This design comes from an exercise in tuning for small area, a short achievable clock period and few clock cycles on the open sky130 flow, not from production work.
Where RTL was checked, it was by simulation tests only, not by an equivalence proof against the original.
The RTL of runs 4 to 7 was laid out without a check of its function.
Power and IR drop assume default switching activity.

$ cat flow/flow/run.sh
#!/bin/bash
# The standard layout, with faster port buffers than the default choice, a
# clock tree without dummy loads, and timing repair aiming well past the
# clock period's needs.
set -euo pipefail
export BUFFER_PORTS_ARGS="-buffer_cell sky130_fd_sc_hd__buf_1"
export CTS_ARGS="-sink_clustering_enable -repair_clock_nets -buf_list sky130_fd_sc_hd__clkbuf_8 -dont_use_dummy_load"
bash standard.sh SETUP_SLACK_MARGIN=10.4 finish > standard_flow.log 2>&1
$ cat flow/standard.sh
#!/bin/bash
# synth_recipe.tcl (not shown) runs the flow's synth.tcl, then flattens the netlist and writes it again
# the make line also repeats each setting of config.mk as NAME=value (left out here)
make -C /OpenROAD-flow-scripts/flow DESIGN_CONFIG=/design/flow/config.mk WORK_HOME=/design/flow/orfs CLKGATE_MAP_FILE= SYNTH_SCRIPT=/design/flow/synth_recipe.tcl "${@:-finish}"
$ cat flow/config.mk
export PLATFORM = sky130hd
export DESIGN_NAME = event_sched_top
export DESIGN_NICKNAME = event_sched_top
export VERILOG_FILES = /design/flow/design.v
export SDC_FILE = /design/flow/constraint.sdc
export NUM_CORES = 8
export LEC_CHECK = 0
export ABC_AREA = 1
export CAP_MARGIN = 20
export CELL_PAD_IN_SITES_DETAIL_PLACEMENT = 0
export CELL_PAD_IN_SITES_GLOBAL_PLACEMENT = 0
export CORE_MARGIN = 2
export CORE_UTILIZATION = 40
export CTS_BUF_LIST = sky130_fd_sc_hd__clkbuf_8
export SETUP_SLACK_MARGIN = 0.5
export SLEW_MARGIN = 20
$ cat flow/constraint.sdc
create_clock -name core_clock -period 14.5 [get_ports {clk}]
set_input_delay 2.9000 -clock core_clock [delete_from_list [all_inputs] [get_ports {clk}]]
set_output_delay 2.9000 -clock core_clock [all_outputs]
set_load 0.01 [all_outputs]
$ cat flow/design.v
`timescale 1ns/1ps
`default_nettype none
package event_sched_pkg;
    localparam int ADDR_W     = 16;
    localparam int COORD_W    = 8;
    localparam int ROW_STRIDE = 256;
    parameter int HALF_WIN    = 2;
    parameter int QUEUE_DEPTH = 16;
    function automatic logic lt8(input logic [7:0] a, input logic [7:0] b);
        logic r;
        r = 1'b0;
        for (int i = 0; i < 8; i++) r = (~a[i] & b[i]) | (~a[i] & r) | (b[i] & r);
        lt8 = r;
    endfunction
    function automatic logic lt16(input logic [15:0] a, input logic [15:0] b);
        logic r;
        r = 1'b0;
        for (int i = 0; i < 16; i++) r = (~a[i] & b[i]) | (~a[i] & r) | (b[i] & r);
        lt16 = r;
    endfunction
endpackage
`default_nettype wire
`timescale 1ns/1ps
`default_nettype none
module todo_lane (
    input  logic       seg_vld,
    input  logic [7:0] seg_top,
    input  logic [7:0] seg_lo,
    input  logic [7:0] seg_hi,
    input  logic [8:0] row,
    input  logic [7:0] col,
    input  logic [7:0] col_inc,
    output logic       act,
    output logic       cont,
    output logic       cov1,
    output logic       later
);
    logic [9:0] d;      
    logic       ge0, le3, le4, eqm1;
    assign d    = {row[8], row} - {2'b00, seg_top};
    assign ge0  = !d[9];
    assign le4  = ge0 && (d[8:0] <= 9'd4);
    assign le3  = ge0 && (d[8:0] <= 9'd3);
    assign eqm1 = (d == 10'h3ff);
    assign act   = seg_vld && le4 && event_sched_pkg::lt8(col, seg_hi);
    assign cont  = act && !event_sched_pkg::lt8(col_inc, seg_lo);
    assign cov1  = seg_vld && (le3 || eqm1);
    assign later = seg_vld && d[9] && !eqm1;
endmodule
`default_nettype wire
`timescale 1ns/1ps
`default_nettype none
module window_picker #(
    parameter int N = 5
) (
    input  logic [N-1:0]   mask,
    input  logic [N*N-1:0] ord,
    output logic [N-1:0]   pick
);
    always_comb begin
        for (int i = 0; i < N; i++) begin
            pick[i] = mask[i];
            for (int j = 0; j < N; j++) begin
                if (j != i && mask[j] && !ord[i*N+j]) pick[i] = 1'b0;
            end
        end
    end
endmodule
`default_nettype wire
`timescale 1ns/1ps
`default_nettype none
module sched_ctrl (
    input  logic [7:0] ev_top,
    input  logic [7:0] ev_lo,
    input  logic       cur_vld,
    input  logic [7:0] cur_top,
    input  logic [7:0] cur_hc,
    output logic       fresh,
    output logic       merge
);
    assign fresh = !cur_vld || event_sched_pkg::lt16({cur_top, cur_hc}, {ev_top, ev_lo});
    assign merge = cur_vld && (ev_top == cur_top)
                   && !event_sched_pkg::lt8(cur_hc + 8'd5, ev_lo);
endmodule
`default_nettype wire
`timescale 1ns/1ps
`default_nettype none
module event_sched_top #(
    parameter int NS = 3
) (
    input  logic        clk,
    input  logic        rst_n,
    input  logic [15:0] event_addr,
    input  logic        event_valid,
    output logic        event_ready,
    output logic [15:0] window_addr,
    output logic        window_valid,
    input  logic        window_ready
);
    localparam int N = NS + 1;
    logic [N-1:0]  seg_vld;
    logic [7:0]    seg_top [N];
    logic [7:0]    seg_lo  [N];
    logic [7:0]    seg_hi  [N];
    logic [NS-1:0] lo_le [NS];
    logic [7:0]    ev_top;   
    logic [7:0]    ev_lo;
    logic          multi;    
    logic          rdy;      
    logic [15:0]   pos;      
    logic          wv;
    logic          first;    
    logic          fresh, merge;
    logic          room, consume, open_seg;
    logic [NS-1:0] alloc;
    assign event_ready  = rdy;
    assign window_valid = wv;
    assign window_addr  = pos;
    sched_ctrl sched_ctrl_inst (
        .ev_top(ev_top),
        .ev_lo(ev_lo),
        .cur_vld(seg_vld[NS]),
        .cur_top(seg_top[NS]),
        .cur_hc(seg_hi[NS]),
        .fresh(fresh),
        .merge(merge)
    );
    assign room     = !seg_vld[NS] || !(&seg_vld[NS-1:0]);
    assign consume  = !rdy && (!fresh || merge || room);
    assign open_seg = !rdy && fresh && !merge && room;
    always_comb begin
        alloc = '0;
        for (int s = NS - 1; s >= 0; s--) begin
            if (!seg_vld[s]) alloc = NS'(1) << s;
        end
        if (!(open_seg && seg_vld[NS])) alloc = '0;
    end
    logic [8:0]   R;         
    logic [7:0]   C, R1, C1;
    logic [N-1:0] act, cont, cov1, later;
    logic [N*N-1:0] lo_before;
    logic [N-1:0] pick_in, pick_c1;
    logic [7:0]   ht, hc;
    logic         lo_early;
    assign R  = {first, pos[15:8] | {8{first}}};
    assign C  = pos[7:0];
    assign R1 = R[7:0] + 8'd1;
    assign C1 = C + 8'd1;
    for (genvar s = 0; s < NS; s++) begin : g_seg
        todo_lane todo_lane_inst (
            .seg_vld(seg_vld[s]),
            .seg_top(seg_top[s]),
            .seg_lo(seg_lo[s]),
            .seg_hi(seg_hi[s]),
            .row(R),
            .col(C),
            .col_inc(C1),
            .act(act[s]),
            .cont(cont[s]),
            .cov1(cov1[s]),
            .later(later[s])
        );
    end
    assign ht = seg_top[NS];
    assign hc = seg_hi[NS];
    logic       r_eq, r1_eq, r_lt, r1_lt, c1_lt;
    logic [9:0] dr;    
    assign dr    = {R[8], R} - {2'b00, ht};
    assign r_eq  = (dr == 10'd0);
    assign r1_eq = (dr == 10'h3ff);
    assign r_lt  = dr[9];
    assign r1_lt = dr[9] && !r1_eq;
    assign c1_lt = event_sched_pkg::lt8(C1, hc);
    assign act[NS]   = seg_vld[NS] && r_eq && c1_lt;
    assign cont[NS]  = act[NS] && !event_sched_pkg::lt8(C1, seg_lo[NS]);
    assign cov1[NS]  = seg_vld[NS] && r1_eq;
    assign later[NS] = seg_vld[NS] && r1_lt;
    assign lo_early = multi;
    logic [NS-1:0] cur_first;
    always_comb begin
        for (int j = 0; j < NS; j++) begin
            cur_first[j] = !event_sched_pkg::lt8(seg_lo[j], seg_lo[NS]);
        end
    end
    always_comb begin
        for (int i = 0; i < N; i++) begin
            for (int j = 0; j < N; j++) begin
                if (i == NS)      lo_before[i*N+j] = (j == NS) ? 1'b0 : cur_first[j];
                else if (j == NS) lo_before[i*N+j] = !cur_first[i];
                else if (i < j)   lo_before[i*N+j] = lo_le[i][j];
                else              lo_before[i*N+j] = !lo_le[j][i];
            end
        end
    end
    window_picker #(.N(N)) pick_in_inst (.mask(act),   .ord(lo_before),  .pick(pick_in));
    window_picker #(.N(N)) pick_c1_inst (.mask(cov1),  .ord(lo_before),  .pick(pick_c1));
    logic        any_act, any_cont, any_c1, any_l;
    logic [7:0]  lo_in, lo_c1;
    logic        early_in, early_c1;
    logic        due;
    logic [15:0] nxt;
    logic        free;     
    logic        skip;     
    assign any_act  = |act;
    assign any_cont = |cont;
    assign any_c1   = |cov1;
    assign any_l    = |later;
    always_comb begin
        lo_in = '0; lo_c1 = '0;
        for (int s = 0; s < N; s++) begin
            lo_in    = lo_in    | ({8{pick_in[s]}} & seg_lo[s]);
            lo_c1    = lo_c1    | ({8{pick_c1[s]}} & seg_lo[s]);
        end
    end
    assign early_in = act[NS] && (!pick_in[NS] || lo_early);
    assign early_c1 = !pick_c1[NS] || lo_early;
    always_comb begin
        if (any_act) begin
            nxt = {R[7:0], any_cont ? C1 : lo_in};
            due = r_lt || (r_eq && (any_cont ? c1_lt : early_in));
        end else if (any_c1) begin
            nxt = {R1, lo_c1};
            due = r1_lt || (r1_eq && early_c1);
        end else begin
            nxt = {R1, 8'hff};
            due = 1'b0;
        end
    end
    assign free = !wv || window_ready;
    assign skip = !any_act && !any_c1 && any_l;
    always_ff @(posedge clk) begin
        if (rdy && event_valid) begin
            ev_top <= event_addr[15:8] - 8'd2;
            ev_lo  <= event_addr[7:0] - 8'd2;
        end
        for (int s = 0; s < NS; s++) begin
            if (alloc[s]) begin
                seg_top[s] <= seg_top[NS];
                seg_lo[s]  <= seg_lo[NS];
                seg_hi[s]  <= seg_hi[NS] + 8'd4;
                for (int j = 0; j < NS; j++) begin
                    if (j < s) lo_le[j][s] <= !cur_first[j];
                    if (j > s) lo_le[s][j] <= cur_first[j];
                end
            end
        end
        if (open_seg) begin
            seg_top[NS] <= ev_top;
            seg_lo[NS]  <= ev_lo;
            multi       <= 1'b0;
        end else if (consume && fresh) begin
            multi       <= 1'b1;
        end
        if (consume && fresh) begin
            seg_hi[NS] <= ev_lo;
        end
        if (free && (due || skip)) begin
            pos <= nxt;
        end
    end
    always_ff @(posedge clk or negedge rst_n) begin
        if (!rst_n) begin
            seg_vld <= '0;
            rdy     <= 1'b1;
            wv      <= 1'b0;
            first   <= 1'b1;
        end else begin
            seg_vld[NS-1:0] <= (seg_vld[NS-1:0] & (act[NS-1:0] | cov1[NS-1:0] | later[NS-1:0]))
                               | alloc;
            if (open_seg) seg_vld[NS] <= 1'b1;
            rdy <= rdy ? !event_valid : consume;
            if (free) begin
                wv <= due;
                if (due || skip) first <= 1'b0;
            end
        end
    end
endmodule
`default_nettype wire
==> summary.txt, run 1 <==
Critical path
  • Crit. End Element: primary output
  • Critical Path AT: about 1200 ps
  • CP required: between 10000 and 15000 ps
  • Max incr delay on CP: 570 ps
  • Kind of critical path: flop to primary output
  • Startpoint types: flop
  • CP max stage cell: dfstp_2
  • CP Max Fanout: 2
  • CP Cell Sequence: buf_2
  • WP buf/inv: 1
  • CP top delay family: flip-flops

Power and ir drop
  • Pwr dens: 149.3 nW/µm²
  • VDD IR max: 64.66 µV
  • Pleak: 0.004541 µW
  • Total power: 1585 µW

Clocking
  • Hold-fix buffers, CTS: 0
  • Clock-pin slew on the worst setup and hold paths: 80 ps
  • Skew-Pair Late Insertion Delay: between 400 and 500 ps
  • Cts bufs inserted: 17
  • TritonCTS Sinks: 139
  • H-tree levels: 4
  • CTS tree: yes
  • CTS Root Cell: clkbuf_8
  • Max Root-Sink Buffers: 2

Route
  • Vias per Instance: 5.266
  • DRC: 0
  • Avg WL per Cell: 16.90 µm
  • Starting DRT DRC Count: 801
  • DR pass1 iterations: 7
  • Detail Route Antenna Nets: 0
  • Routed WL: 25330 µm
  • Vias: about 7900

STA
  • Min Tclk post-route: between 4000 and 5000 ps
  • Max Slew Vio Count: 0
  • Period utilization: 27.94%
  • Final hold viol count: 0
  • Unrepaired setup endpoints after global routing: false
  • Final setup viols: 0
  • Fmax achieved: 246.8 MHz
  • Sum Neg Setup Slack: 0 ps
  • Worst slew margin: between 50% and 60%
  • Clk_skew: 30.83 ps
  • Worst Tran Pin Value: 713.8 ps

Synthesis
  • Synth area leaders: edfxtp_1 (41%), nand2_1 (8.7%), inv_1 (7.4%), ha_1 (6.2%), xor2_1 (3.2%)
  • Post-synth top area cell: edfxtp_1
  • FF+latch count, synth: ~140
  • Sequential share of the synthesized area: 43.33%
  • Ys async rst share: 5.036%
  • Mapped cell area: 9535 µm²
  • Synth Flop Type: edfxtp_1
  • Synth warnings: 12
  • Count of cell types in the netlist: slightly below 60
  • Cells after Synth: 1107
  • Post-synth EDFFs: 131
  • Post-synth top area share: 41.25%
  • Avg Synthesized Cell Area: between 8 and 9 µm²
  • Synthesized Nets: ~1200

Die
  • Core Area: 23400 µm²
  • IO Pins: 38
  • Die width: around 160 µm
  • Die area: roughly 25000 µm²
  • Row count: 56
  • Starting Density: 40.75%
  • Die H: 158.4 µm

Finish
  • Area Growth Syn to Fin: 11.34%
  • # diodes: 0
  • Share of cells above drive strength 1: about 13%
  • # nets final: 1253

Placed design
  • Post-DP HPWL: 19590 µm
  • Buffers on Ports: 37
  • Gpl congestion: roughly 0.94

Job
  • Max cap viols: 0

Global route
  • Largest net degree at the start of global routing: 25
  • Grt ovf: 0
  • Initial antenna violation count: 0
  • First-pass GRT wire length: 39160 µm
  • Total GRT Usage: slightly above 20%
  • Number of global-route vias before repair: 7395

Hold path
  • HP Class: flop to flop

Status
  • Outcome: finished clean
[routing by layer]
metal | vias up | wire length (µm) | GRT usage (%) | share of wire [%]
li1 | 3900 | - | - | -
met1 | 3703 | 11640 | 28.86 | 46
met2 | 256 | 11740 | 32.63 | 46
met3 | 35 | 1470 | 3.266 | 5.8
met4 | 0 | 479 | 6.049 | 1.9
met5 | - | 0 | 0 | 0
[path summary, 6_finish.rpt]
path	startpoint	endpoint	slack (ps)	cells past startpoint
setup reg to reg	first	pos[14]	10560	21
hold reg to reg	ev_top[3]	seg_top[3][3]	480	0
min in group asynchronous	rst_n	wv	2490	1
setup / recovery	rdy	event_ready	10450	1
hold / removal	ev_top[3]	seg_top[3][3]	480	0
max in group asynchronous	rst_n	seg_vld[1]	11550	1
[cells by family after synthesis]
family,after synthesis,synth area share [%]
xor gates and xnor gates,54,4.960
AOI/OAI and AO/OA,227,15.04
adders and majority gates,54,7.348
DFF,139,43.33
and+or+nand+nor,423,20.77
buffers and inverters,210,8.555
[stage by stage]
step	cells	setup WS (ps)	cell area, µm²	util, %	hold slack, ps
finish	1499	10450	10620	45.36	483.5
global route	1499	10330	10620	45.36	507.6
CTS	1483	10420	10360	44.28	486.7
detailed placement	1459	9548	10040	42.91	466.4
global placement	1459	9647	10040	42.91	461.0
floorplan	1107	10520	9539	-	445.0
[timing repair]
| item | in CTS | in global routing |
|---|---|---|
| buffers inserted | 7 | 14 |
| setup endpoints to repair | 28 | 50 |
| pin swaps | 1 | 11 |
| gates cloned | 0 | 1 |
| gates resized for setup | 5 | 30 |
[state kept, by name, indices dropped and copies added, names as in the netlist]
| signal | count |
|---|---|
| seg_hi | 32 |
| first | 1 |
| seg_vld | 4 |
| seg_lo | 32 |
| seg_top | 32 |
| lo_le | 3 |
| multi | 1 |
| rdy | 1 |
| wv | 1 |
| ev_lo | 8 |
| pos | 16 |
| ev_top | 8 |
[cell usage in the layout (no fill, tap or decap), drive strengths merged]
cell        n
o22ai      34
a21oi      66
or2        13
fa          4
inv       200
dfxtp       1
dfrtp       5
nor3b       1
clkinvlp    1
o211ai     18
xnor2      19
xor2       35
nand3b      1
a21o        4
nor4        5
nor2       77
maj3        3
o21ai      77
nand4      26
dfstp       2
nand2     233
o221ai      8
a31oi       4
a22o        2
a31o        1
buf        61
and2        3
o2111ai     3
edfxtp    131
clkinv      3
nor3       21
o21bai      9
o21a        1
clkbuf     18
nand3      43
ha         47
[layout make-up]
type,count,area [µm²]
inverters,204,769.5
well taps,319,399.1
multi-input cells,758,4701
flip-flops and latches,139,4131
repair buffers,62,381.6
clock buffers,17,234.0
fillers,2346,12790
[where the power goes]
group	switching [µW]	total, µW	internal, µW	leakage [µW]
Sequential	38.5	543	504	0.00129
Clock	133	237	103	0.000122
Combinational	500	805	305	0.00313
Total	672	1580	913	0.00454
[cell usage after synthesis, drive strengths merged (4+ instances only)]
library cell / instances
fa: 4
o22ai: 34
nand4: 26
dfrtp: 5
nand2: 233
or2: 13
xor2: 35
a21o: 4
ha: 47
xnor2: 19
nand3: 43
buf: 4
edfxtp: 131
o21ai: 77
o21bai: 9
a21oi: 66
nor4: 5
o221ai: 8
nor2: 77
o211ai: 18
a31oi: 4
nor3: 21
inv: 202
Testbench counts, summed over its fixed seeds: cycles 16,698.
==> run 2, diff against run 1 <==
--- a/flow/flow/run.sh
+++ b/flow/flow/run.sh
@@ -7,2 +7,2 @@
 export CTS_ARGS="-sink_clustering_enable -repair_clock_nets -buf_list sky130_fd_sc_hd__clkbuf_8 -dont_use_dummy_load"
-bash standard.sh SETUP_SLACK_MARGIN=10.4 finish > standard_flow.log 2>&1
+bash standard.sh SETUP_SLACK_MARGIN=10.5 finish > standard_flow.log 2>&1
--- a/flow/config.mk
+++ b/flow/config.mk
@@ -9,4 +9,2 @@
 export CAP_MARGIN = 20
-export CELL_PAD_IN_SITES_DETAIL_PLACEMENT = 0
-export CELL_PAD_IN_SITES_GLOBAL_PLACEMENT = 0
 export CORE_MARGIN = 2
==> summary.txt, run 2 <==
Global route
  • Grt ovf: 0
  • Number of global-route vias before repair: 7467
  • First-pass GRT wire length: 39310 µm
  • Initial antenna violation count: 0
  • Largest net degree at the start of global routing: 25
  • Total GRT Usage: 20.55%

Route
  • Vias per Instance: ~5.2
  • Detail Route Antenna Nets: 0
  • DRC: 0
  • DR pass1 iterations: 6
  • Vias: 7933
  • Avg WL per Cell: 16.91 µm
  • Starting DRT DRC Count: 748
  • Routed WL: between 20000 and 30000 µm

Clocking
  • CTS Root Cell: clkbuf_8
  • Cts bufs inserted: 17
  • H-tree levels: 4
  • Skew-Pair Late Insertion Delay: 460 ps
  • Clock-pin slew on the worst setup and hold paths: around 80 ps
  • TritonCTS Sinks: 139
  • Hold-fix buffers, CTS: 0
  • Max Root-Sink Buffers: 2
  • CTS tree: yes

Power and ir drop
  • Psw: 683.4 µW
  • Clock power share: around 15%
  • Pleak: ~0.0046 µW
  • Combinational power share: 51.9%
  • Internal: ~940 µW
  • VDD IR max: between 60 and 70 µV
  • Pwr dens: 149.7 nW/µm²
  • Sequential share of power: 33.5%
  • Sw frac: between 40 and 50%

Critical path
  • CP Cell Sequence: buf_6
  • Startpoint types: flop
  • Kind of critical path: flop to primary output
  • Crit. End Element: primary output
  • CP max stage cell: dfstp_2
  • Crit. Startpoint: rdy
  • CP Max Fanout: 2
  • CP required: 11600 ps
  • WP buf/inv: 1
  • Critical Path AT: 1140 ps
  • Worst r2r src: first
  • Max incr delay on CP: 580 ps
  • CP top delay family: flip-flops

Finish
  • Share of cells above drive strength 1: 16.00%
  • # nets final: 1267
  • Fillers: 2328
  • Area Growth Syn to Fin: 13.44%
  • Top flop regs: seg_hi: 32 flops, seg_lo: 32 flops, seg_top: 32 flops
  • # diodes: 0
  • Most common cell after layout, fill and taps aside: nand2_1
  • Most frequent cells in the layout: nand2_1 (220), inv_1 (177), edfxtp_1 (131)
  • Final non-filler cell total: 1513
  • Util after Layout: 46.22%

Synthesis
  • Synthesized Nets: 1178
  • Synth cell count leaders: nand2_1 (222), inv_1 (187), edfxtp_1 (131), nor2_1 (64), a21oi_1 (55)
  • Avg Synthesized Cell Area: 8.614 µm²
  • Cells after Synth: 1107
  • Mapped cell area: 9535 µm²
  • Synth warnings: 12
  • Ys async rst share: 5.036%
  • FF+latch count, synth: 139
  • Post-synth top area share: 41.25%
  • Count leader, synth: nand2_1
  • Synth area leaders: edfxtp_1 (41%), nand2_1 (8.7%), inv_1 (7.4%), ha_1 (6.2%), xor2_1 (3.2%)
  • Post-synth EDFFs: about 130
  • Sequential share of the synthesized area: 43.33%
  • Count of cell types in the netlist: slightly below 60
  • Synth Flop Type: edfxtp_1
  • Post-synth top area cell: edfxtp_1

STA
  • Worst slew margin: slightly above 50%
  • Final hold viol count: 0
  • Clk_skew: 30.35 ps
  • Period utilization: 27.84%
  • Max Slew Vio Count: 0
  • Sum Neg Setup Slack: 0 ps
  • Unrepaired setup endpoints after global routing: true
  • Min Tclk post-route: roughly 4000 ps
  • Post-route setup slack: 10460 ps
  • Final setup viols: 0
  • Fmax achieved: 247.7 MHz
  • Worst Tran Pin Value: 725.3 ps

Die
  • Die area: 25090 µm²
  • Die H: 158.4 µm
  • IO Pins: 38
  • Row count: 56
  • Core Area: 23400 µm²
  • Die width: 158.4 µm
  • Starting Density: slightly above 40%

Job
  • Max cap viols: 0

Placed design
  • Gpl congestion: approximately 0.94
  • Pre-CTS WS: 9548 ps
  • Post-DP HPWL: a little under 20000 µm
  • Buffers on Ports: 37
  • Placed Cells incl. Taps: ~1500

Status
  • Outcome: finished clean

Hold path
  • HP Class: flop to flop
  • Hold path start: ev_top[3]
[run 2: per-stage QoR]
step | hold WS (ps) | total power (µW) | area, µm²
after floorplan | 445.0 | 1096 | 9539
after CTS | 486.7 | 1529 | 10440
after global routing | 507.6 | 1733 | 10820
after global placement | 461.0 | 1267 | 10040
final | 483.2 | 1619 | 10820
after detailed placement | 466.4 | 1273 | 10040
[run 2: what timing repair did]
action / CTS / global route
resized for setup: 11 / 51
pin swaps: 3 / 22
setup endpoints to repair: 42 / 60
gates cloned: 0 / 1
buffers inserted: 14 / 22
[run 2: worst paths after layout]
path / to / slack (ps) / depth (start not counted)
worst max-delay path: event_ready / 10460 / 1
worst min-delay path: seg_top[3][3] / 480 / 0
worst max register to register: pos[4] / 10570 / 19
worst min register to register: seg_top[3][3] / 480 / 0
max in group asynchronous: seg_vld[1] / 11540 / 1
min in group asynchronous: seg_vld[2] / 2490 / 1
[run 2: cell type report]
class | instances | area [µm²] | share of cell area (%)
clock buffers | 17 | 234.0 | 2.163
inverters | 204 | 775.7 | 7.172
multi-input cells | 758 | 4786 | 44.25
flip-flops and latches | 139 | 4131 | 38.20
well taps | 319 | 399.1 | 3.690
repair buffers | 76 | 490.5 | 4.534
[run 2: cells by family after synthesis]
family / after synthesis / share of synthesized area (%)
xor gates and xnor gates: 54 / 4.960
buffers and inverters: 210 / 8.555
DFF: 139 / 43.33
and+or+nand+nor: 423 / 20.77
AOI/OAI and AO/OA: 227 / 15.04
adders and majority gates: 54 / 7.348
[run 2: routing by layer]
layer	global-route usage, %	up-vias	share of wire [%]
li1	-	3924	-
met1	28.75	3758	47
met2	32.77	220	46
met3	3.375	31	5.0
met4	6.263	0	1.8
met5	0	-	0
[run 2: power groups by stage]
stage               logic, µW  clock network, µW  registers [µW]
global route              929                256             548
finish                    840                236             543
global placement          716                  0             551
floorplan                 554                  0             542
detailed placement        723                  0             550
CTS                       747                242             540
==> run 3, diff against run 2 <==
--- a/flow/flow/run.sh
+++ b/flow/flow/run.sh
@@ -7,2 +7,2 @@
 export CTS_ARGS="-sink_clustering_enable -repair_clock_nets -buf_list sky130_fd_sc_hd__clkbuf_8 -dont_use_dummy_load"
-bash standard.sh SETUP_SLACK_MARGIN=10.5 finish > standard_flow.log 2>&1
+bash standard.sh SETUP_SLACK_MARGIN=10.3 finish > standard_flow.log 2>&1
==> summary.txt, run 3 <==
Status
  • Outcome: finished clean

Route
  • DR pass1 iterations: 6
  • Starting DRT DRC Count: 801
  • Detail Route Antenna Nets: 0
  • Routed WL: roughly 25000 µm
  • Avg WL per Cell: 16.81 µm
  • Vias: 7847
  • Vias per Instance: 5.281
  • DRC: 0

Clocking
  • CTS tree: yes
  • Cts bufs inserted: 17
  • CTS Root Cell: clkbuf_8
  • TritonCTS Sinks: approximately 140
  • Clock-pin slew on the worst setup and hold paths: 80 ps
  • Skew-Pair Late Insertion Delay: 450 ps
  • Hold-fix buffers, CTS: 0
  • H-tree levels: 4
  • Max Root-Sink Buffers: 2

Synthesis
  • Avg Synthesized Cell Area: 8.614 µm²
  • Post-synth top area share: between 40% and 50%
  • Count leader, synth: nand2_1
  • Cells after Synth: 1107
  • Sequential share of the synthesized area: between 40% and 50%
  • FF+latch count, synth: approximately 140
  • Synth Flop Type: edfxtp_1
  • Ys async rst share: ~5%
  • Count of cell types in the netlist: 58
  • Mapped cell area: between 9000 and 10000 µm²
  • Synthesized Nets: approximately 1200
  • Synth area leaders: edfxtp_1 (41%), nand2_1 (8.7%), inv_1 (7.4%), ha_1 (6.2%), xor2_1 (3.2%)
  • Post-synth top area cell: edfxtp_1
  • Post-synth EDFFs: 131
  • Synth warnings: 12
  • Synth cell count leaders: nand2_1 (222), inv_1 (187), edfxtp_1 (131), nor2_1 (64), a21oi_1 (55)

STA
  • Post-route setup slack: 10380 ps
  • Worst slew margin: 51.83%
  • Worst Tran Pin Value: 722.6 ps
  • Min Tclk post-route: 4121 ps
  • Fmax achieved: 242.7 MHz
  • Clk_skew: 31.35 ps
  • Period utilization: between 20 and 30%
  • Final setup viols: 0
  • Max Slew Vio Count: 0
  • Unrepaired setup endpoints after global routing: false
  • Final hold viol count: 0
  • Sum Neg Setup Slack: 0 ps

Critical path
  • R2R setup slack: 10570 ps
  • CP required: 11600 ps
  • CP top delay family: flip-flops
  • CP Max Fanout: 3
  • Max incr delay on CP: roughly 600 ps
  • CP Cell Sequence: buf_1
  • WP depth: 1
  • WP buf/inv: 1
  • Startpoint types: flop
  • Kind of critical path: flop to primary output
  • Crit. End Element: primary output
  • Reg2reg path depth: 19
  • Critical Path AT: 1220 ps
  • CP max stage cell: dfstp_2

Hold path
  • Min-Delay Path Depth: 0
  • HP Class: flop to flop

Finish
  • Util after Layout: 44.59%
  • Share of cells above drive strength 1: 11.05%
  • Area Growth Syn to Fin: 9.448%
  • # nets final: 1240
  • # diodes: 0
  • Top flop regs: seg_hi: 32 flops, seg_lo: 32 flops, seg_top: 32 flops
  • Most frequent cells in the layout: nand2_1 (222), inv_1 (183), edfxtp_1 (131)
  • Most common cell after layout, fill and taps aside: nand2_1

Die
  • Starting Density: 40.75%
  • Row count: 56
  • Die width: between 150 and 200 µm
  • Die area: around 25000 µm²
  • Die H: 158.4 µm
  • IO Pins: 38
  • Core Area: 23400 µm²

Placed design
  • Buffers on Ports: 37
  • Gpl congestion: 0.9438
  • Post-DP HPWL: just under 20000 µm
  • Pre-CTS WS: 9548 ps

Power and ir drop
  • VDD IR max: 61.13 µV
  • Pwr dens: about 150 nW/µm²
  • Pleak: 0.004466 µW

Global route
  • Total GRT Usage: 20.46%
  • Grt ovf: 0
  • Number of global-route vias before repair: 7392
  • Largest net degree at the start of global routing: 25
  • First-pass GRT wire length: about 39000 µm
  • Initial antenna violation count: 0

Job
  • Max cap viols: 0
run 3: layout make-up:
type                    count  area (µm²)
fillers                  2368       12970
multi-input cells         758        4641
flip-flops and latches    139        4131
inverters                 204       769.5
well taps                 319       399.1
repair buffers             49       261.5
clock buffers              17       234.0
run 3: what timing repair did:
item	4_1_cts	5_1_grt
gates resized for setup	3	10
setup buffers	4	5
pin swaps	1	4
cloned	0	0
setup endpoints to repair	19	30
run 3: layer usage:
metal | wire [µm] | GRT usage, % | up-vias
li1 | - | - | 3868
met1 | 11790 | 28.79 | 3712
met2 | 11460 | 32.61 | 238
met3 | 1291 | 3.266 | 29
met4 | 441 | 6.049 | 0
met5 | 0 | 0 | -
run 3: path summary, 6_finish.rpt:
path / startpoint / to
max in group asynchronous: rst_n / seg_vld[1]
min in group asynchronous: rst_n / wv
worst min-delay path: ev_top[3] / seg_top[3][3]
worst min register to register: ev_top[3] / seg_top[3][3]
worst max register to register: first / pos[4]
worst max-delay path: rdy / event_ready
run 3: cells by family after synthesis:
family / Yosys count / synth area share, %
buf+inv: 210 / 8.555
flops: 139 / 43.33
simple gates: 423 / 20.77
fa+ha+maj: 54 / 7.348
compound gates: 227 / 15.04
xor+xnor: 54 / 4.960
run 3: power breakdown:
group / leakage, µW / internal, µW / switching [µW] / total (µW)
Sequential: 0.00129 / 504 / 37.5 / 542
Combinational: 0.00306 / 270 / 485 / 755
Clock: 0.000122 / 103 / 132 / 235
Total: 0.00447 / 878 / 654 / 1530
run 3: stage by stage:
step	cell area [µm²]	instances	hold WS [ps]	power, µW
3_3_place_gp	10040	1459	461.0	1267
4_1_cts	10330	1480	486.7	1524
6_report	10440	1486	482.9	1532
3_5_place_dp	10040	1459	466.4	1273
5_1_grt	10440	1486	507.6	1648
2_1_floorplan	9539	1107	445.0	1096
==> run 4, diff against run 3 <==
--- a/flow/design.v
+++ b/flow/design.v
@@ -107,2 +107,3 @@
     logic [7:0]    ev_lo;
+    logic          ev_v;     
     logic          multi;    
@@ -128,4 +129,4 @@
     assign room     = !seg_vld[NS] || !(&seg_vld[NS-1:0]);
-    assign consume  = !rdy && (!fresh || merge || room);
-    assign open_seg = !rdy && fresh && !merge && room;
+    assign consume  = rdy;
+    assign open_seg = rdy && fresh && !merge;
     always_comb begin
@@ -231,6 +232,4 @@
     always_ff @(posedge clk) begin
-        if (rdy && event_valid) begin
-            ev_top <= event_addr[15:8] - 8'd2;
-            ev_lo  <= event_addr[7:0] - 8'd2;
-        end
+        ev_top <= event_addr[15:8] - 8'd2;
+        ev_lo  <= event_addr[7:0] - 8'd2;
         for (int s = 0; s < NS; s++) begin
@@ -263,3 +262,4 @@
             seg_vld <= '0;
-            rdy     <= 1'b1;
+            rdy     <= 1'b0;
+            ev_v    <= 1'b0;
             wv      <= 1'b0;
@@ -270,3 +270,4 @@
             if (open_seg) seg_vld[NS] <= 1'b1;
-            rdy <= rdy ? !event_valid : consume;
+            ev_v <= event_valid && !rdy;
+            rdy  <= ev_v && !rdy && (!fresh || merge || room);
             if (free) begin
==> flow/flow/run.sh (replaced) <==
#!/bin/bash
# The standard layout, with faster port buffers than the default choice, a
# clock tree without dummy loads, and timing repair aiming well past the
# clock period's needs.
set -euo pipefail
export BUFFER_PORTS_ARGS="-buffer_cell sky130_fd_sc_hd__buf_4"
export CTS_ARGS="-sink_clustering_enable -repair_clock_nets -buf_list sky130_fd_sc_hd__clkbuf_8 -dont_use_dummy_load"
bash standard.sh SETUP_SLACK_MARGIN=10.5 finish > standard_flow.log 2>&1
==> summary.txt, run 4 <==
Status
  • Outcome: finished clean

Global route
  • Total GRT Usage: 22.11%
  • Number of global-route vias before repair: 8626
  • Grt ovf: 0
  • Initial antenna violation count: 0
  • First-pass GRT wire length: 45150 µm
  • Largest net degree at the start of global routing: 25

Finish
  • Share of cells above drive strength 1: about a fifth
  • Most frequent cells in the layout: nand2_1 (304), inv_1 (214), edfxtp_1 (115)
  • Register area: 3999 µm²
  • Area of the multi-input gates: 5544 µm²
  • # diodes: 0
  • Top flop regs: seg_hi: 32 flops, seg_lo: 32 flops, seg_top: 32 flops
  • Final instance area: 11810 µm²
  • # nets final: 1440
  • Fillers: 2371
  • Util after Layout: 48.40%
  • Most common cell after layout, fill and taps aside: nand2_1
  • Area Growth Syn to Fin: 18.47%

Route
  • DR pass1 iterations: 7
  • Starting DRT DRC Count: 690
  • Avg WL per Cell: 17.15 µm
  • Met2 Wirelength: 13390 µm
  • Vias: just over 9000
  • Metal1 wirelength: approximately 13000 µm
  • Vias per Instance: 5.410
  • Detail Route Antenna Nets: 0
  • Met3 WL: 2282 µm
  • Routed WL: between 20000 and 30000 µm
  • DRC: 0
  • Max layer used: met4

Critical path
  • CP top delay family: flip-flops
  • Worst r2r src: first
  • WP buf/inv: 1
  • Reg-to-reg endpoint: pos[11]
  • Startpoint types: flop
  • Kind of critical path: flop to primary output
  • Max incr delay on CP: 470 ps
  • CP required: 11600 ps
  • Crit. End Element: primary output
  • CP Cell Sequence: buf_6
  • CP Max Fanout: 4
  • CP max stage cell: edfxtp_1
  • R2R setup slack: about 11000 ps
  • Critical Path AT: 1080 ps
  • Reg2reg path depth: 22

Die
  • Die H: 161.8 µm
  • IO Pins: 38
  • Starting Density: about two fifths
  • Die area: 26190 µm²
  • Row count: 57
  • Die width: about 160 µm
  • Core Area: 24390 µm²

STA
  • Period utilization: 27.46%
  • Fmax achieved: 251.2 MHz
  • Final hold viol count: 0
  • Max Slew Vio Count: 0
  • Clk_skew: about 36 ps
  • Min Tclk post-route: around 4000 ps
  • Unrepaired setup endpoints after global routing: true
  • Sum Neg Setup Slack: 0 ps
  • Worst slew margin: a little under half
  • Final setup viols: 0
  • Worst Tran Pin Value: 797.4 ps
  • Fin Hold WS: 459.9 ps

Synthesis
  • Ys async rst share: roughly 5.7%
  • Post-synth top area cell: edfxtp_1
  • Synth area leaders: edfxtp_1 (35%), nand2_1 (12%), inv_1 (8.4%), ha_1 (5.9%), nand3_1 (3.5%)
  • FF+latch count, synth: 140
  • Synth cell count leaders: nand2_1 (315), inv_1 (224), edfxtp_1 (115), nand3_1 (70), nor2_1 (67)
  • Count leader, synth: nand2_1
  • Synth Flop Type: edfxtp_1
  • Sequential share of the synthesized area: 40.09%
  • Avg Synthesized Cell Area: 7.884 µm²
  • Mapped cell area: 9966 µm²
  • Synth warnings: 12
  • Synthesized Nets: 1335
  • Cells after Synth: 1264
  • Post-synth EDFFs: around 120
  • Post-synth top area share: roughly 35%
  • Count of cell types in the netlist: 58

Clocking
  • CTS Root Cell: clkbuf_8
  • Cts bufs inserted: 17
  • CTS tree: yes
  • Max Root-Sink Buffers: 2
  • TritonCTS Sinks: 140
  • H-tree levels: 4
  • Clock-pin slew on the worst setup and hold paths: approximately 80 ps
  • Skew-Pair Late Insertion Delay: 460 ps

Power and ir drop
  • VDD IR max: 65.49 µV
  • Pwr dens: 154.5 nW/µm²
  • Pleak: 0.005344 µW
  • Total power: between 1500 and 2000 µW

Hold path
  • HP Class: flop to flop
  • Min-Delay Path Depth: 0
  • Hold path start: ev_top[5]
  • End of the worst hold path: seg_top[3][5]

Placed design
  • Buffers on Ports: 37
  • DP Area: around 11000 µm²
  • Gpl congestion: between 0.9 and 1
  • Post-DP HPWL: 22290 µm

Job
  • Max cap viols: 0
-- run 4: routing by layer --
metal	up-vias	track usage [%]
met5	-	0
met4	0	5.390
met3	29	5.260
met2	330	35.63
met1	4334	30.12
li1	4456	-
-- run 4: power breakdown --
| part | switching (µW) | total [µW] | internal [µW] |
|---|---|---|---|
| clock network | 130 | 233 | 103 |
| logic | 654 | 1050 | 397 |
| registers | 42.9 | 540 | 498 |
| total | 827 | 1820 | 997 |
-- run 4: what timing repair did --
action,CTS,global route
endpoints found under the setup margin,48,44
buffers inserted,19,33
hold endpoints to repair,0,0
resized for setup,21,92
pin swaps,10,55
hold buffers,0,0
-- run 4: area by class of cell --
type | instances | share of cell area (%)
Inverter | 238 | 7.683
Tap cell | 324 | 3.434
Clock buffer | 17 | 1.982
Multi-Input combinational cell | 880 | 46.96
Sequential cell | 140 | 33.87
Timing Repair Buffer | 92 | 6.073
-- run 4: metrics by stage --
| step | worst slack (ps) | cells |
|---|---|---|
| after floorplan | 10570 | 1264 |
| after global placement | 9917 | 1622 |
| after detailed placement | 9909 | 1622 |
| after CTS | 10490 | 1658 |
| after global routing | 10370 | 1691 |
| final | 10520 | 1691 |
-- run 4: worst max-delay path by stage --
stage	startpoint	end	slack [ps]	depth (start not counted)
6_report	pos[3]	window_addr[3]	10520	1
5_1_grt	first	pos[11]	10370	25
4_1_cts	pos[3]	window_addr[3]	10490	1
3_5_place_dp	first	pos[4]	9910	16
3_3_place_gp	first	pos[0]	9920	21
2_1_floorplan	first	pos[0]	10570	20
-- run 4: cell families after synthesis --
group | Yosys count | synth area share (%)
AO/OA/AOI/OAI | 206 | 12.92
XOR/XNOR | 48 | 4.595
adder cells (fa/ha/maj) | 52 | 6.805
buffers and inverters | 244 | 9.228
flip-flops | 140 | 40.09
AND/OR/NAND/NOR | 574 | 26.37
==> run 5, diff against run 4 <==
--- a/flow/design.v
+++ b/flow/design.v
@@ -105,7 +105,5 @@
     logic [NS-1:0] lo_le [NS];
-    logic [7:0]    ev_top;   
-    logic [7:0]    ev_lo;
-    logic          ev_v;     
     logic          multi;    
     logic          rdy;      
+    logic          fresh_q, merge_q;    
     logic [15:0]   pos;      
@@ -119,2 +117,5 @@
     assign window_addr  = pos;
+    logic [7:0]    ev_top, ev_lo;    
+    assign ev_top = event_addr[15:8] - 8'd2;
+    assign ev_lo  = event_addr[7:0] - 8'd2;
     sched_ctrl sched_ctrl_inst (
@@ -130,3 +131,3 @@
     assign consume  = rdy;
-    assign open_seg = rdy && fresh && !merge;
+    assign open_seg = rdy && fresh_q && !merge_q;
     always_comb begin
@@ -232,4 +233,4 @@
     always_ff @(posedge clk) begin
-        ev_top <= event_addr[15:8] - 8'd2;
-        ev_lo  <= event_addr[7:0] - 8'd2;
+        fresh_q <= fresh;
+        merge_q <= merge;
         for (int s = 0; s < NS; s++) begin
@@ -249,6 +250,6 @@
             multi       <= 1'b0;
-        end else if (consume && fresh) begin
+        end else if (consume && fresh_q) begin
             multi       <= 1'b1;
         end
-        if (consume && fresh) begin
+        if (consume && fresh_q) begin
             seg_hi[NS] <= ev_lo;
@@ -263,3 +264,2 @@
             rdy     <= 1'b0;
-            ev_v    <= 1'b0;
             wv      <= 1'b0;
@@ -270,4 +270,3 @@
             if (open_seg) seg_vld[NS] <= 1'b1;
-            ev_v <= event_valid && !rdy;
-            rdy  <= ev_v && !rdy && (!fresh || merge || room);
+            rdy <= event_valid && !rdy && (!fresh || merge || room);
             if (free) begin
--- a/flow/flow/run.sh
+++ b/flow/flow/run.sh
@@ -7,2 +7,2 @@
 export CTS_ARGS="-sink_clustering_enable -repair_clock_nets -buf_list sky130_fd_sc_hd__clkbuf_8 -dont_use_dummy_load"
-bash standard.sh SETUP_SLACK_MARGIN=10.5 finish > standard_flow.log 2>&1
+bash standard.sh SETUP_SLACK_MARGIN=10.4 finish > standard_flow.log 2>&1
==> summary.txt, run 5 <==
Global route
  • Largest net degree at the start of global routing: 22
  • Initial antenna violation count: 0
  • First-pass GRT wire length: 40790 µm
  • Number of global-route vias before repair: 7829
  • Total GRT Usage: 21.58%
  • Grt ovf: 0

Critical path
  • CP most frequent cell: nand2_1
  • Kind of critical path: primary input to flop
  • CP max stage cell: ha_4
  • Reg-to-reg endpoint: pos[8]
  • Crit. End Element: flop
  • CP Max Fanout: 3
  • Max incr delay on CP: 290 ps
  • Critical Path AT: 4870 ps
  • R2R setup slack: 10670 ps
  • CP top delay family: simple AND/OR/NAND/NOR gates
  • Reg2reg path depth: 17
  • Worst r2r src: first
  • CP required: around 15000 ps
  • WP buf/inv: 3
  • Startpoint types: primary input

STA
  • Sum Neg Setup Slack: 0 ps
  • Period utilization: 30.96%
  • Fmax achieved: 222.8 MHz
  • Final hold viol count: 0
  • Final setup viols: 0
  • Fin Hold WS: 501.1 ps
  • Min Tclk post-route: roughly 4500 ps
  • Worst Tran Pin Value: 697.3 ps
  • Unrepaired setup endpoints after global routing: true
  • Worst slew margin: 53.51%
  • Max Slew Vio Count: 0
  • Clk_skew: approximately 34 ps
  • Post-route setup slack: 10010 ps

Hold path
  • End of the worst hold path: multi
  • HP Class: flop to flop
  • Hold path start: multi
  • Min-Delay Path Depth: 2

Clocking
  • Skew-Pair Late Insertion Delay: around 460 ps
  • Max Root-Sink Buffers: 2
  • H-tree levels: 4
  • Hold-fix buffers, CTS: 0
  • CTS tree: yes
  • CTS Root Cell: clkbuf_8
  • Cts bufs inserted: 17
  • Clock-pin slew on the worst setup and hold paths: ~70 ps
  • TritonCTS Sinks: between 100 and 150

Die
  • Die width: 157.1 µm
  • IO Pins: 38
  • Row count: 56
  • Die area: 24690 µm²
  • Core Area: 23260 µm²
  • Starting Density: 40.33%
  • Die H: roughly 160 µm

Finish
  • Most frequent cells in the layout: nand2_1 (321), inv_1 (187), edfxtp_1 (115)
  • # diodes: 0
  • Top flop regs: seg_hi: 32 flops, seg_lo: 32 flops, seg_top: 32 flops
  • Fillers: 2361
  • # nets final: about 1400
  • Area Growth Syn to Fin: 14.75%
  • Share of cells above drive strength 1: about 15%
  • Most common cell after layout, fill and taps aside: nand2_1

Synthesis
  • Synth cell count leaders: nand2_1 (328), inv_1 (198), edfxtp_1 (115), nor2_1 (106), nand3_1 (52)
  • Post-synth top area share: ~37%
  • Synth Flop Type: edfxtp_1
  • Ys async rst share: 5.600%
  • Post-synth top area cell: edfxtp_1
  • Count leader, synth: nand2_1
  • Synth area leaders: edfxtp_1 (37%), nand2_1 (13%), inv_1 (7.9%), ha_1 (6.3%), nor2_1 (4.2%)
  • Synth warnings: 12
  • Cells after Synth: ~1200
  • Mapped cell area: 9381 µm²
  • Synthesized Nets: 1282
  • FF+latch count, synth: 125
  • Sequential share of the synthesized area: 39.33%
  • Avg Synthesized Cell Area: 7.747 µm²
  • Post-synth EDFFs: 115
  • Count of cell types in the netlist: 59

Placed design
  • Gpl congestion: 0.8953
  • Post-DP HPWL: roughly 20000 µm
  • Pre-CTS WS: 9373 ps
  • Buffers on Ports: 37

Route
  • DRC: 0
  • DR pass1 iterations: 5
  • Vias per Instance: 5.102
  • Detail Route Antenna Nets: 0
  • Vias: about 8200
  • Routed WL: 25780 µm
  • Avg WL per Cell: 15.98 µm
  • Starting DRT DRC Count: 742

Power and ir drop
  • VDD IR max: 53.93 µV
  • Combinational power share: a little over half
  • Clock power share: 14.4%
  • Internal: 872.8 µW
  • Sequential share of power: roughly a third
  • Pleak: 0.004957 µW
  • Pwr dens: 146.1 nW/µm²
  • Sw frac: 44.49%
  • Psw: 699.7 µW

Status
  • Outcome: finished clean

Job
  • Max cap viols: 0
## run 5: cell types whose count changed in the layout (fill, tap and decap cells not counted), sizes merged, moves of 6 or more
| cell | before | now |
|---|---|---|
| o21ai | 62 | 51 |
| dfxtp | 17 | 3 |
| nand2 | 319 | 343 |
| nand3 | 72 | 58 |
| inv | 233 | 210 |
| nor2 | 74 | 118 |
| o22ai | 39 | 50 |
| nor3 | 35 | 24 |
| nand4 | 49 | 22 |
| a21oi | 58 | 44 |
| or2 | 12 | 6 |
| buf | 92 | 70 |
## run 5: logic make-up (layout without fill, tap and decap cells)
| group | Yosys count | after routing | share of synthesized area [%] |
|---|---|---|---|
| AND/OR/NAND/NOR | 578 | 578 | 27.47 |
| XOR/XNOR | 45 | 45 | 4.281 |
| adder cells (fa/ha/maj) | 52 | 52 | 7.229 |
| AO/OA/AOI/OAI | 190 | 190 | 12.83 |
| flip-flops | 125 | 125 | 39.33 |
| buffers and inverters | 221 | 304 | 8.856 |
## run 5: layout make-up
type                    count  area (µm²)  share of cell area (%)
multi-input cells         865        5009                   46.52
inverters                 216       847.1                   7.868
flip-flops and latches    125        3690                   34.27
repair buffers             71       586.8                   5.451
well taps                 319       399.1                   3.708
clock buffers              17       234.0                   2.173
## run 5: worst max-delay path by stage
stage,from,end,cells after the start
4_1_cts,event_addr[1],rdy,31
2_1_floorplan,event_addr[1],rdy,30
3_5_place_dp,event_addr[9],rdy,16
6_report,event_addr[1],rdy,31
3_3_place_gp,event_addr[1],rdy,31
5_1_grt,event_addr[1],rdy,31
## run 5: stage by stage
step	total power (µW)	instance area (µm²)	utilization (%)	instances
after detailed placement	1288	10170	43.73	1567
after global placement	1282	10170	43.73	1567
after global routing	1700	10770	46.28	1613
after CTS	1534	10560	45.38	1593
final	1572	10770	46.28	1613
after floorplan	1083	9465	-	1211
## run 5: routing by layer
metal	track usage, %	wire length (µm)	vias to the layer above
li1	-	-	4201
met1	30.62	12380	3775
met2	33.96	11470	218
met3	3.910	1440	36
met4	5.801	489	0
met5	0	0	-
## run 5: power by group through the flow
stage	Sequential (µW)	Clock, µW	Combinational [µW]
detailed placement	501	0	787
CTS	492	231	811
floorplan	493	0	591
finish	493	227	852
global route	498	245	957
global placement	501	0	781
## run 5: worst min-delay path, cell delays in order (launching register included)
cell and delay, ps:
dfxtp_1 330, o21ai_0 90, inv_1 50
## run 5: what timing repair did
| item | in CTS | in global routing |
|---|---|---|
| setup endpoints to repair | 21 | 30 |
| pin swaps | 28 | 23 |
| buffers inserted | 9 | 20 |
| cloned | 0 | 0 |
| resized for setup | 15 | 20 |
==> run 6, diff against run 5 <==
--- a/flow/design.v
+++ b/flow/design.v
@@ -72,13 +72,18 @@
 module sched_ctrl (
-    input  logic [7:0] ev_top,
-    input  logic [7:0] ev_lo,
-    input  logic       cur_vld,
-    input  logic [7:0] cur_top,
-    input  logic [7:0] cur_hc,
-    output logic       fresh,
-    output logic       merge
-);
-    assign fresh = !cur_vld || event_sched_pkg::lt16({cur_top, cur_hc}, {ev_top, ev_lo});
-    assign merge = cur_vld && (ev_top == cur_top)
-                   && !event_sched_pkg::lt8(cur_hc + 8'd5, ev_lo);
+    input  logic [15:0] event_addr,
+    input  logic        cur_vld,
+    input  logic [7:0]  cur_top,
+    input  logic [7:0]  cur_hc,
+    output logic        fresh,
+    output logic        merge
+);
+    logic [7:0] ev_row, ev_col;
+    logic [7:0] last_row, last_col;    
+    assign ev_row   = event_addr[15:8];
+    assign ev_col   = event_addr[7:0];
+    assign last_row = cur_top + 8'd2;
+    assign last_col = cur_hc + 8'd2;
+    assign fresh = !cur_vld || event_sched_pkg::lt16({last_row, last_col}, event_addr);
+    assign merge = cur_vld && (ev_row == last_row)
+                   && ({1'b0, ev_col} <= {1'b0, cur_hc} + 9'd7);
 endmodule
@@ -121,4 +126,3 @@
     sched_ctrl sched_ctrl_inst (
-        .ev_top(ev_top),
-        .ev_lo(ev_lo),
+        .event_addr(event_addr),
         .cur_vld(seg_vld[NS]),
==> summary.txt, run 6 <==
Status
  • Outcome: finished clean

Power and ir drop
  • Combinational power share: 54.3%
  • Sequential share of power: 31.4%
  • Sw frac: 44.36%
  • Clock power share: 14.3%
  • Pwr dens: 146.7 nW/µm²
  • Internal: 880.2 µW
  • Pleak: 0.004901 µW
  • Psw: 701.9 µW
  • VDD IR max: approximately 58 µV

Critical path
  • Kind of critical path: primary input to flop
  • CP most frequent cell: nand2_1
  • Crit. End Element: flop
  • Critical Path AT: 4540 ps
  • Max incr delay on CP: 140 ps
  • Startpoint types: primary input
  • CP required: 14870 ps
  • CP max stage cell: ha_4
  • CP Max Fanout: 4

Clocking
  • CTS tree: yes
  • Hold-fix buffers, CTS: 0
  • Cts bufs inserted: 17
  • Max Root-Sink Buffers: 2
  • Skew-Pair Late Insertion Delay: 460 ps
  • Clock-pin slew on the worst setup and hold paths: 80 ps
  • H-tree levels: 4
  • CTS Root Cell: clkbuf_8
  • TritonCTS Sinks: between 100 and 150

Die
  • Core Area: 23540 µm²
  • Die H: 158.9 µm
  • Row count: 56
  • Die area: 25260 µm²
  • Die width: 158.9 µm
  • Starting Density: between 40% and 50%
  • IO Pins: 38

Finish
  • Most common cell after layout, fill and taps aside: nand2_1
  • Most frequent cells in the layout: nand2_1 (270), inv_1 (184), edfxtp_1 (115)
  • # diodes: 0
  • Share of cells above drive strength 1: between 10% and 20%
  • Util after Layout: 45.81%
  • Area Growth Syn to Fin: 12.33%
  • Top flop regs: seg_hi: 32 flops, seg_lo: 32 flops, seg_top: 32 flops
  • # nets final: 1342

Synthesis
  • Synth warnings: 12
  • Synthesized Nets: ~1300
  • Post-synth top area share: a little over a third
  • Ys async rst share: 5.600%
  • Cells after Synth: 1195
  • Count of cell types in the netlist: 58
  • Mapped cell area: 9602 µm²
  • Synth cell count leaders: nand2_1 (273), inv_1 (191), edfxtp_1 (115), nor2_1 (84), ha_1 (60)
  • Sequential share of the synthesized area: between 30 and 40%
  • Count leader, synth: nand2_1
  • Post-synth top area cell: edfxtp_1
  • FF+latch count, synth: 125
  • Avg Synthesized Cell Area: between 8 and 9 µm²
  • Post-synth EDFFs: 115
  • Synth area leaders: edfxtp_1 (36%), nand2_1 (11%), ha_1 (7.8%), inv_1 (7.5%), xor2_1 (3.6%)
  • Synth Flop Type: edfxtp_1

STA
  • Unrepaired setup endpoints after global routing: true
  • Final hold viol count: 0
  • Worst Tran Pin Value: 960.4 ps
  • Post-route setup slack: 10320 ps
  • Final setup viols: 0
  • Fmax achieved: 239.5 MHz
  • Worst slew margin: 35.82%
  • Clk_skew: about 31 ps
  • Min Tclk post-route: 4176 ps
  • Period utilization: 28.80%
  • Sum Neg Setup Slack: 0 ps
  • Max Slew Vio Count: 0

Global route
  • Number of global-route vias before repair: 8198
  • Largest net degree at the start of global routing: 26
  • Initial antenna violation count: 0
  • Total GRT Usage: 22.22%
  • First-pass GRT wire length: 44000 µm
  • Grt ovf: 0

Route
  • DRC: 0
  • DR pass1 iterations: 7
  • Detail Route Antenna Nets: 0
  • Routed WL: 27910 µm
  • Starting DRT DRC Count: 730
  • Vias: roughly 8400
  • Avg WL per Cell: 17.72 µm
  • Vias per Instance: 5.355

Placed design
  • Pre-CTS WS: about 9800 ps
  • Buffers on Ports: 37
  • Post-DP HPWL: 21360 µm
  • Gpl congestion: 0.9335

Hold path
  • HP Class: flop to flop

Job
  • Max cap viols: 0
[run 6: changes by cell type in the layout (fill, tap and decap cells not counted), moves of 6 or more]
cell / delta
nor2_1: -24
or2_2: +6
nand4_1: +24
nand2_1: -51
buf_4: -15
o21ai_0: +9
ha_1: +13
[run 6: repair_timing]
item / 4_1_cts / 5_1_grt
pin swaps: 1 / 7
setup endpoints to repair: 19 / 25
setup buffers: 4 / 7
resized for setup: 8 / 24
[run 6: logic make-up (layout without fill, tap and decap cells)]
logic type / Yosys count / count (layout) / synth area share [%]
AO/OA/AOI/OAI: 194 / 194 / 12.52
XOR/XNOR: 56 / 56 / 5.186
adder cells (fa/ha/maj): 64 / 64 / 8.653
buffers and inverters: 218 / 279 / 8.731
flip-flops: 125 / 125 / 38.43
AND/OR/NAND/NOR: 538 / 538 / 26.48
[run 6: worst paths after layout]
| kind | cells after the start | slack, ps | end | from |
|---|---|---|---|---|
| min in group asynchronous | 1 | 2300 | rdy | rst_n |
| max in group asynchronous | 1 | 11970 | first | rst_n |
| hold / removal | 0 | 520 | seg_top[2][6] | seg_top[3][6] |
| setup / recovery | 29 | 10320 | rdy | event_addr[0] |
| hold reg to reg | 0 | 520 | seg_top[2][6] | seg_top[3][6] |
| setup reg to reg | 20 | 10580 | pos[6] | first |
[run 6: worst max-delay path, delay by kind of cell]
| kind | cells | cell delay (ps) |
|---|---|---|
| adders and majority gates | 1 | 140 |
| and+or+nand+nor | 25 | 1280 |
| AOI/OAI and AO/OA | 1 | 110 |
| buffers and inverters | 2 | 130 |
[run 6: metrics by stage]
step | std cells | power [µW] | instance area [µm²] | hold slack (ps)
global route | 1575 | 1695 | 10790 | 538.8
detailed placement | 1547 | 1286 | 10320 | 504.9
floorplan | 1195 | 1077 | 9639 | 457.9
CTS | 1568 | 1542 | 10630 | 524.4
global placement | 1547 | 1286 | 10320 | 495.4
finish | 1575 | 1582 | 10790 | 523.0
[run 6: power groups by stage]
stage	clock, µW	sequential (µW)	combinational (µW)
after detailed placement	0	503	784
after global routing	244	501	951
final	227	497	858
after floorplan	0	492	585
after global placement	0	503	783
after CTS	233	495	814
[run 6: final cells by class]
class	count	area, µm²
clock buffer	17	234.0
fill	2410	12760
inverter	210	798.3
multi-input combinational	852	5238
sequential	125	3690
tap	319	399.1
timing repair buffer	52	426.7
[run 6: metal layers]
metal | vias to the layer above | GRT usage (%) | part of all wire [%]
li1 | 4145 | - | -
met1 | 3923 | 30.47 | 45
met2 | 310 | 36.07 | 46
met3 | 56 | 3.569 | 6.8
met4 | 0 | 7.190 | 2.4
met5 | - | 0 | 0
==> run 7, diff against run 6 <==
--- a/flow/design.v
+++ b/flow/design.v
@@ -19,2 +19,23 @@
         lt16 = r;
+    endfunction
+    function automatic logic ltt8(input logic [7:0] a, input logic [7:0] b);
+        logic [7:0] l, e;
+        logic [3:0] l2, e2;
+        logic [1:0] l4, e4;
+        for (int i = 0; i < 8; i++) begin
+            l[i] = ~a[i] & b[i];
+            e[i] = ~(a[i] ^ b[i]);
+        end
+        for (int i = 0; i < 4; i++) begin
+            l2[i] = l[2*i+1] | (e[2*i+1] & l[2*i]);
+            e2[i] = e[2*i+1] & e[2*i];
+        end
+        for (int i = 0; i < 2; i++) begin
+            l4[i] = l2[2*i+1] | (e2[2*i+1] & l2[2*i]);
+            e4[i] = e2[2*i+1] & e2[2*i];
+        end
+        ltt8 = l4[1] | (e4[1] & l4[0]);
+    endfunction
+    function automatic logic ltt16(input logic [15:0] a, input logic [15:0] b);
+        ltt16 = ltt8(a[15:8], b[15:8]) | ((a[15:8] == b[15:8]) & ltt8(a[7:0], b[7:0]));
     endfunction
@@ -72,18 +93,13 @@
 module sched_ctrl (
-    input  logic [15:0] event_addr,
-    input  logic        cur_vld,
-    input  logic [7:0]  cur_top,
-    input  logic [7:0]  cur_hc,
-    output logic        fresh,
-    output logic        merge
+    input  logic [7:0] ev_top,
+    input  logic [7:0] ev_lo,
+    input  logic       cur_vld,
+    input  logic [7:0] cur_top,
+    input  logic [7:0] cur_hc,
+    output logic       fresh,
+    output logic       merge
 );
-    logic [7:0] ev_row, ev_col;
-    logic [7:0] last_row, last_col;    
-    assign ev_row   = event_addr[15:8];
-    assign ev_col   = event_addr[7:0];
-    assign last_row = cur_top + 8'd2;
-    assign last_col = cur_hc + 8'd2;
-    assign fresh = !cur_vld || event_sched_pkg::lt16({last_row, last_col}, event_addr);
-    assign merge = cur_vld && (ev_row == last_row)
-                   && ({1'b0, ev_col} <= {1'b0, cur_hc} + 9'd7);
+    assign fresh = !cur_vld || event_sched_pkg::ltt16({cur_top, cur_hc}, {ev_top, ev_lo});
+    assign merge = cur_vld && (ev_top == cur_top)
+                   && !event_sched_pkg::ltt8(cur_hc + 8'd5, ev_lo);
 endmodule
@@ -126,3 +142,4 @@
     sched_ctrl sched_ctrl_inst (
-        .event_addr(event_addr),
+        .ev_top(ev_top),
+        .ev_lo(ev_lo),
         .cur_vld(seg_vld[NS]),
==> summary.txt, run 7 <==
Critical path
  • CP required: 14850 ps
  • Setup crit end: rdy
  • Reg-to-reg endpoint: pos[6]
  • Startpoint types: primary input
  • Crit. End Element: flop
  • Reg2reg path depth: 24
  • R2R setup slack: 10660 ps
  • Critical Path AT: 4770 ps
  • Kind of critical path: primary input to flop
  • Crit. Startpoint: event_addr[1]
  • CP Max Fanout: 3
  • Worst r2r src: first

Power and ir drop
  • Combinational power share: 56.9%
  • VDD IR max: 59.15 µV
  • Pwr dens: 145.4 nW/µm²
  • Clock power share: 13.6%
  • Pleak: 0.005672 µW
  • Sequential share of power: 29.6%
  • Sw frac: 46.79%
  • Psw: between 700 and 800 µW
  • Internal: 884.3 µW

Placed design
  • Post-DP HPWL: about 22000 µm
  • Gpl congestion: 0.9479
  • Placed Cells incl. Taps: approximately 1800
  • Buffers on Ports: 37

STA
  • Clk_skew: 36.82 ps
  • Final setup viols: 0
  • Worst slew margin: 54.33%
  • Period utilization: 30.46%
  • Worst Tran Pin Value: 685.0 ps
  • Min Tclk post-route: 4417 ps
  • Final hold viol count: 0
  • Fmax achieved: 226.4 MHz
  • Unrepaired setup endpoints after global routing: true
  • Sum Neg Setup Slack: 0 ps
  • Max Slew Vio Count: 0

Die
  • IO Pins: 38
  • Row count: 57
  • Die area: 26330 µm²
  • Die H: 162.3 µm
  • Starting Density: roughly 41%
  • Die width: 162.3 µm
  • Core Area: 24460 µm²

Synthesis
  • Mapped cell area: between 10000 and 15000 µm²
  • Synth cell count leaders: nand2_1 (464), inv_1 (254), edfxtp_1 (115), nor2_1 (111), nand3_1 (101)
  • Synthesized Nets: ~1500
  • Cells after Synth: 1399
  • Ys async rst share: under 10%
  • Sequential share of the synthesized area: ~37%
  • Synth area leaders: edfxtp_1 (34%), nand2_1 (17%), inv_1 (9.5%), ha_1 (7.6%), nand3_1 (5.0%)
  • Count of cell types in the netlist: 53
  • Post-synth top area cell: edfxtp_1
  • Post-synth top area share: 34.47%
  • Avg Synthesized Cell Area: 7.162 µm²
  • FF+latch count, synth: 125
  • Synth warnings: 12
  • Post-synth EDFFs: 115
  • Count leader, synth: nand2_1
  • Synth Flop Type: edfxtp_1

Finish
  • Area Growth Syn to Fin: 14.06%
  • Register area: 3694 µm²
  • Most frequent cells in the layout: nand2_1 (457), inv_1 (245), edfxtp_1 (115)
  • Share of cells above drive strength 1: 12.68%
  • Most common cell after layout, fill and taps aside: nand2_1
  • Top flop regs: seg_hi: 32 flops, seg_lo: 32 flops, seg_top: 32 flops
  • Final non-filler cell total: 1799
  • Area of the multi-input gates: 5562 µm²
  • Fillers: about 2500
  • # nets final: 1562
  • # diodes: 0
  • Util after Layout: 46.72%

Status
  • Outcome: finished clean

Global route
  • Number of global-route vias before repair: 8802
  • First-pass GRT wire length: 45710 µm
  • Grt ovf: 0
  • Initial antenna violation count: 0
  • Largest net degree at the start of global routing: 25
  • Total GRT Usage: 22.37%

Clocking
  • Clock-pin slew on the worst setup and hold paths: around 50 ps
  • Max Root-Sink Buffers: 2
  • Hold-fix buffers, CTS: 0
  • H-tree levels: 4
  • Skew-Pair Late Insertion Delay: 460 ps
  • Cts bufs inserted: 17
  • CTS Root Cell: clkbuf_8
  • CTS tree: yes
  • TritonCTS Sinks: between 100 and 150

Route
  • Vias per Instance: approximately 5.2
  • Vias: 9305
  • Starting DRT DRC Count: 871
  • Detail Route Antenna Nets: 0
  • Routed WL: 28750 µm
  • DR pass1 iterations: 7
  • Avg WL per Cell: roughly 16 µm
  • DRC: 0

Job
  • Max cap viols: 0

Hold path
  • HP Class: flop to flop
run 7: power by group through the flow:
stage	logic [µW]	clock network [µW]	registers (µW)
finish	945	225	492
detailed placement	877	0	501
floorplan	656	0	488
CTS	913	231	489
global placement	868	0	501
global route	1070	242	495
run 7: cell families (layout without fill, tap and decap cells):
| logic type | count (synthesis) | after routing | share of synthesized area, % |
|---|---|---|---|
| and+or+nand+nor | 766 | 766 | 33.35 |
| adders and majority gates | 65 | 65 | 8.417 |
| AOI/OAI and AO/OA | 137 | 137 | 8.105 |
| buffers and inverters | 273 | 349 | 10.41 |
| DFF | 125 | 125 | 36.83 |
| xor gates and xnor gates | 33 | 33 | 2.885 |
run 7: layer usage:
layer | vias up | wire, µm | track usage [%]
li1 | 4657 | - | -
met3 | 38 | 1727 | 3.141
met5 | - | 0 | 0
met2 | 297 | 13130 | 36.17
met4 | 0 | 425 | 6.396
met1 | 4313 | 13470 | 31.35
run 7: metrics by stage:
| step | total power, µW | setup slack, ps | hold WS [ps] | cell area [µm²] |
|---|---|---|---|---|
| after floorplan | 1144 | 9773 | 461.4 | 10060 |
| after global placement | 1369 | 9477 | 517.1 | 10750 |
| after detailed placement | 1379 | 9382 | 517.4 | 10750 |
| after CTS | 1633 | 10000 | 531.6 | 11200 |
| after global routing | 1811 | 9983 | 579.7 | 11430 |
| final | 1662 | 10080 | 528.6 | 11430 |
run 7: worst min path at each step:
stage / from / endpoint / slack [ps] / cells after the start
6_report: merge_q / seg_vld[3] / 530 / 3
5_1_grt: merge_q / seg_vld[3] / 580 / 3
4_1_cts: merge_q / seg_vld[3] / 530 / 3
3_5_place_dp: merge_q / seg_vld[3] / 520 / 3
3_3_place_gp: merge_q / seg_vld[3] / 520 / 3
2_1_floorplan: multi / multi / 460 / 2
run 7: repair_timing:
action | CTS | global route
gates resized for setup | 18 | 41
pin swaps | 10 | 11
hold endpoints to repair | 0 | 0
buffers inserted | 14 | 11
endpoints found under the setup margin | 31 | 31
run 7: cell type report:
| cell class | count | share of cell area, % |
|---|---|---|
| sequential | 125 | 32.32 |
| tap | 324 | 3.547 |
| clock buffer | 17 | 2.047 |
| timing repair buffer | 67 | 4.587 |
| inverter | 265 | 8.835 |
| multi-input combinational | 1001 | 48.66 |
run 7: critical path: stages:
cell and delay (ps):
buf_6 90, clkinvlp_4 80, ha_4 150, nand2_4 60, nor3_4 140, xor2_2 210
ha_1 280, a2111o_1 370, a311oi_2 230, nor4_1 100, a21oi_1 130

==> re-timing with driven ports <==
Ports are ideal in the flow. The routed layouts listed here were re-timed in OpenROAD.
Step 1: set_driving_cell puts a clkbuf_16 on clk and a buf_2 on each other input, an assumption about the parent block.
Step 2 also shifts input and output timing later by t, the mid clock arrival at the registers, as if the neighbouring blocks saw the same clock.
Slacks: ideal / step 1 / step 2; pairs: ideal / step 1.
run	shift t [ns]	slack for setup (ns)	worst register clock-pin slew, ns	cell pins on the clock port's net
run 1	0.480	10.449 / 10.410 / 10.560	0.09 / 0.09	1
run 2	0.483	10.463 / 10.424 / 10.568	0.09 / 0.09	1
run 3	0.477	10.379 / 10.340 / 10.568	0.09 / 0.09	1
run 4	0.481	10.518 / 10.479 / 10.597	0.09 / 0.09	1
run 5	0.487	10.011 / 10.002 / 9.515	0.08 / 0.08	1
run 6	0.479	10.324 / 10.322 / 9.843	0.09 / 0.09	1
run 7	0.477	10.083 / 10.089 / 9.612	0.09 / 0.09	1
After both steps every run listed still meets setup and hold. For run 5, which loses most, drivers alone change the setup slack by -0.009 ns; drivers and shift together by -0.496 ns.
